Source: an optimization exercise on an open RTL-to-GDS flow (aim: small area, a short achievable clock period and few clock cycles per item). Production flows keep margins and buffers that such runs may drop. Only simulation tests tie the RTL to the original design; equivalence was not proved. No activity file was given, so power comes from the tool's default toggle rates.

oak:
==> flow/design.v (excerpt) <==
module carry_select_adder #(
    parameter int WIDTH = 64
) (
    input  logic             clk,
    input  logic             arst_n,
    input  logic             in_valid,
    input  logic             cin,
    input  logic [WIDTH-1:0] a,
    input  logic [WIDTH-1:0] b,
    output logic             out_valid,
    output logic             cout,
    output logic [WIDTH-1:0] sum
);
==> flow/config.mk <==
export PLATFORM = sky130hd
export DESIGN_NAME = carry_select_adder
export DESIGN_NICKNAME = carry_select_adder
export VERILOG_FILES = /design/flow/design.v
export SDC_FILE = /design/flow/constraint.sdc
export NUM_CORES = 4
export LEC_CHECK = 0
export ABC_AREA = 1
export CAP_MARGIN = 20
export CORE_MARGIN = 2
export CORE_UTILIZATION = 60
export SLEW_MARGIN = 20
==> flow/constraint.sdc <==
create_clock -name core_clock -period 3.5 [get_ports {clk}]
set_input_delay 0.7000 -clock core_clock [delete_from_list [all_inputs] [get_ports {clk}]]
set_output_delay 0.7000 -clock core_clock [all_outputs]
set_load 0.01 [all_outputs]
standard.sh (not shown) runs the stock make flow with config.mk's settings and CLKGATE_MAP_FILE= SYNTH_SCRIPT=/design/flow/synth_recipe.tcl, a recipe that flattens the netlist after the stock synthesis.
==> flow/flow/run.sh <==
#!/bin/bash
# Standard layout, but the port buffers are plain buf cells instead of the
# delay buffer buffer_ports picks by itself.
set -euo pipefail
cd "$(dirname "$0")/.."
export BUFFER_PORTS_ARGS="-buffer_cell ${PORT_BUF:-sky130_fd_sc_hd__buf_1}"
export ADDER_MAP_FILE=
bash standard.sh > standard_flow.log 2>&1
Testbench counts of oak, summed over its fixed seeds: cycles 16,000, items 16,000.
The following lists how pine was set up differently from oak:
# oak
export LEC_CHECK = 0
export ABC_AREA = 1
export CAP_MARGIN = 20
export CORE_MARGIN = 2
export CORE_UTILIZATION = 60
export SLEW_MARGIN = 20
create_clock -name core_clock -period 3.5 [get_ports {clk}]
# pine
export LEC_CHECK = 0
export ABC_AREA = 1
export CAP_MARGIN = 20
export CORE_MARGIN = 2
export CORE_UTILIZATION = 40
export SETUP_SLACK_MARGIN = 1.5
export SLEW_MARGIN = 20
create_clock -name core_clock -period 3.5 [get_ports {clk}]
Results
- [diff] worst hold-check slack, pine relative to oak: regression
- Vias: pine more than oak
- pine ended up with a higher total net switching power than oak did.
- pine ended up with sum[62] as its worst setup path endpoint; oak ended up with sum[63].
- What pine reported for power dissipated in combinational cells has to be multiplied by 0.77 to get the figure for oak.
- Going from oak to pine, the number of cells after detailed placement was found to have gone up by 41.
- Comparing oak and pine, the lower met3 track utilization from global routing was measured on oak.
Edits applied to the flow inputs when going from pine to birch:
# pine
export LEC_CHECK = 0
export ABC_AREA = 1
export CAP_MARGIN = 20
export CORE_MARGIN = 2
export CORE_UTILIZATION = 40
export SETUP_SLACK_MARGIN = 1.5
export SLEW_MARGIN = 20
create_clock -name core_clock -period 3.5 [get_ports {clk}]
# birch
export LEC_CHECK = 0
export CAP_MARGIN = 20
export CORE_MARGIN = 2
export CORE_UTILIZATION = 40
export SLEW_MARGIN = 20
create_clock -name core_clock -period 3.5 [get_ports {clk}]
-- flow/flow/run.sh --
<<< pine, line 5
cd "$(dirname "$0")/.."
export BUFFER_PORTS_ARGS="-buffer_cell ${PORT_BUF:-sky130_fd_sc_hd__buf_1}"
export ADDER_MAP_FILE=
>>> birch, line 5
cd "$(dirname "$0")/.."
export BUFFER_PORTS_ARGS="-buffer_cell ${PORT_BUF:-sky130_fd_sc_hd__buf_2}"
export ADDER_MAP_FILE=
[summary]
Diff pine -> birch: share of synthesized cell area in full adder, half adder and majority cells went up 8.0 points; final cell count decreased 19%. Final weighted congestion in routability-driven placement (birch over pine): increase, 11%. Looking at synthesized netlist net count across birch and pine, the one that comes out lower is birch. Final critical delay including setup and external delays: birch worse than pine. Compared with pine, in birch total setup buffers inserted after CTS decreased by 14 relative to the old numbers; count of cells resized by post-cts repair has decreased. Compared birch vs pine, and sequential power is up in birch. Compared to pine, the router laid down more metal wire for birch.
Here is what was changed in the inputs of maple compared with birch.
# birch
export LEC_CHECK = 0
export CAP_MARGIN = 20
export CORE_MARGIN = 2
export CORE_UTILIZATION = 40
export SLEW_MARGIN = 20
create_clock -name core_clock -period 3.5 [get_ports {clk}]
# maple
export LEC_CHECK = 0
export ABC_AREA = 1
export CAP_MARGIN = 20
export CORE_MARGIN = 2
export CORE_UTILIZATION = 40
export SLEW_MARGIN = 20
create_clock -name core_clock -period 3.5 [get_ports {clk}]
-- flow/flow/run.sh --
<<< birch, line 5
cd "$(dirname "$0")/.."
export BUFFER_PORTS_ARGS="-buffer_cell ${PORT_BUF:-sky130_fd_sc_hd__buf_2}"
export ADDER_MAP_FILE=
>>> maple, line 5
cd "$(dirname "$0")/.."
export BUFFER_PORTS_ARGS="-buffer_cell ${PORT_BUF:-sky130_fd_sc_hd__buf_1}"
export ADDER_MAP_FILE=
### Flow results
- maple closes out successfully: all stages finished, all timing, DRC and antenna checks passed.
- Between birch and maple, final non-filler cell total is lower for birch, maple comes in above that.
- Run comparison: maple top metal layer carrying routed signals met4; birch top metal layer carrying routed signals met5
- Compared with birch, maple shows number of nets in the final layout higher by about 20%.
- Run comparison: birch largest family of logic cells by synthesized area XOR/XNOR gates; maple largest family of logic cells by synthesized area simple AND/OR/NAND/NOR gates
- From birch to maple the numbers moved as follows: synthesized instance count went up 220, final design area excluding fillers down about 11%, clock period minus final worst setup slack went down by 0.99 ns, power -0.19 mW, clock-buffer cell count rose 1.
- Cmp maple vs birch: sequential share of layout area higher in maple
- maple has global-route usage below what birch had.
- birch ended up with sum[45] as its timing endpoint of the critical path; maple ended up with sum[63].
- Count of non-CTS inverters in the layout (birch / maple): 0.18
Relative to maple, the following input files were edited for cedar:
-- flow/flow/run.sh --
<<< maple, line 5
cd "$(dirname "$0")/.."
export BUFFER_PORTS_ARGS="-buffer_cell ${PORT_BUF:-sky130_fd_sc_hd__buf_1}"
export ADDER_MAP_FILE=
>>> cedar, line 5
cd "$(dirname "$0")/.."
export BUFFER_PORTS_ARGS="-buffer_cell ${PORT_BUF:-sky130_fd_sc_hd__buf_2}"
export ADDER_MAP_FILE=
--- outcome ---
cedar falls short of maple in slack of the critical path. [compare] base=maple new=cedar: final instance area moved up, portion of the post-synthesis area used by sequential elements level. Run comparison: cedar launching element of the worst setup path a[34]; maple launching element of the worst setup path a[35]. Of the two values seen for highest-delay cell along the critical path, o21ai_1 was produced by maple and nand4_1 by cedar.

port drivers added, routing unchanged:
The flow's constraints put no driver on any port. The routed layouts listed below were extracted and timed again, unchanged, in two steps. Step 1 assumes that a clkbuf_16 drives the clock port and a buf_2 every other input. Step 2 adds t to the input delays and takes it off the output delays; t is the mean of the earliest and latest rising clock arrival at the registers after step 1. Input paths then give back, and output paths get back, about the clock's delay inside the block. Slacks: ideal ports / drivers / drivers and shift; pairs: ideal ports / drivers.
| run | t, ns | setup WS [ns] | clock arrival spread, ns |
|---|---|---|---|
| oak | 0.374 | 1.227 / 1.237 / 0.863 | 0.014 / 0.014 |
| pine | 0.385 | 1.499 / 1.499 / 1.114 | 0.009 / 0.010 |
| birch | 0.382 | 0.262 / 0.271 / -0.111 | 0.014 / 0.014 |
| maple | 0.368 | 1.249 / 1.234 / 0.865 | 0.013 / 0.013 |
| cedar | 0.385 | 1.234 / 1.239 / 0.855 | 0.009 / 0.009 |
Met with ideal ports but missed after step 2: setup timing in birch. The setup slack of pine, which loses most, moves by 0.000 ns with the drivers and by -0.385 ns with both steps.
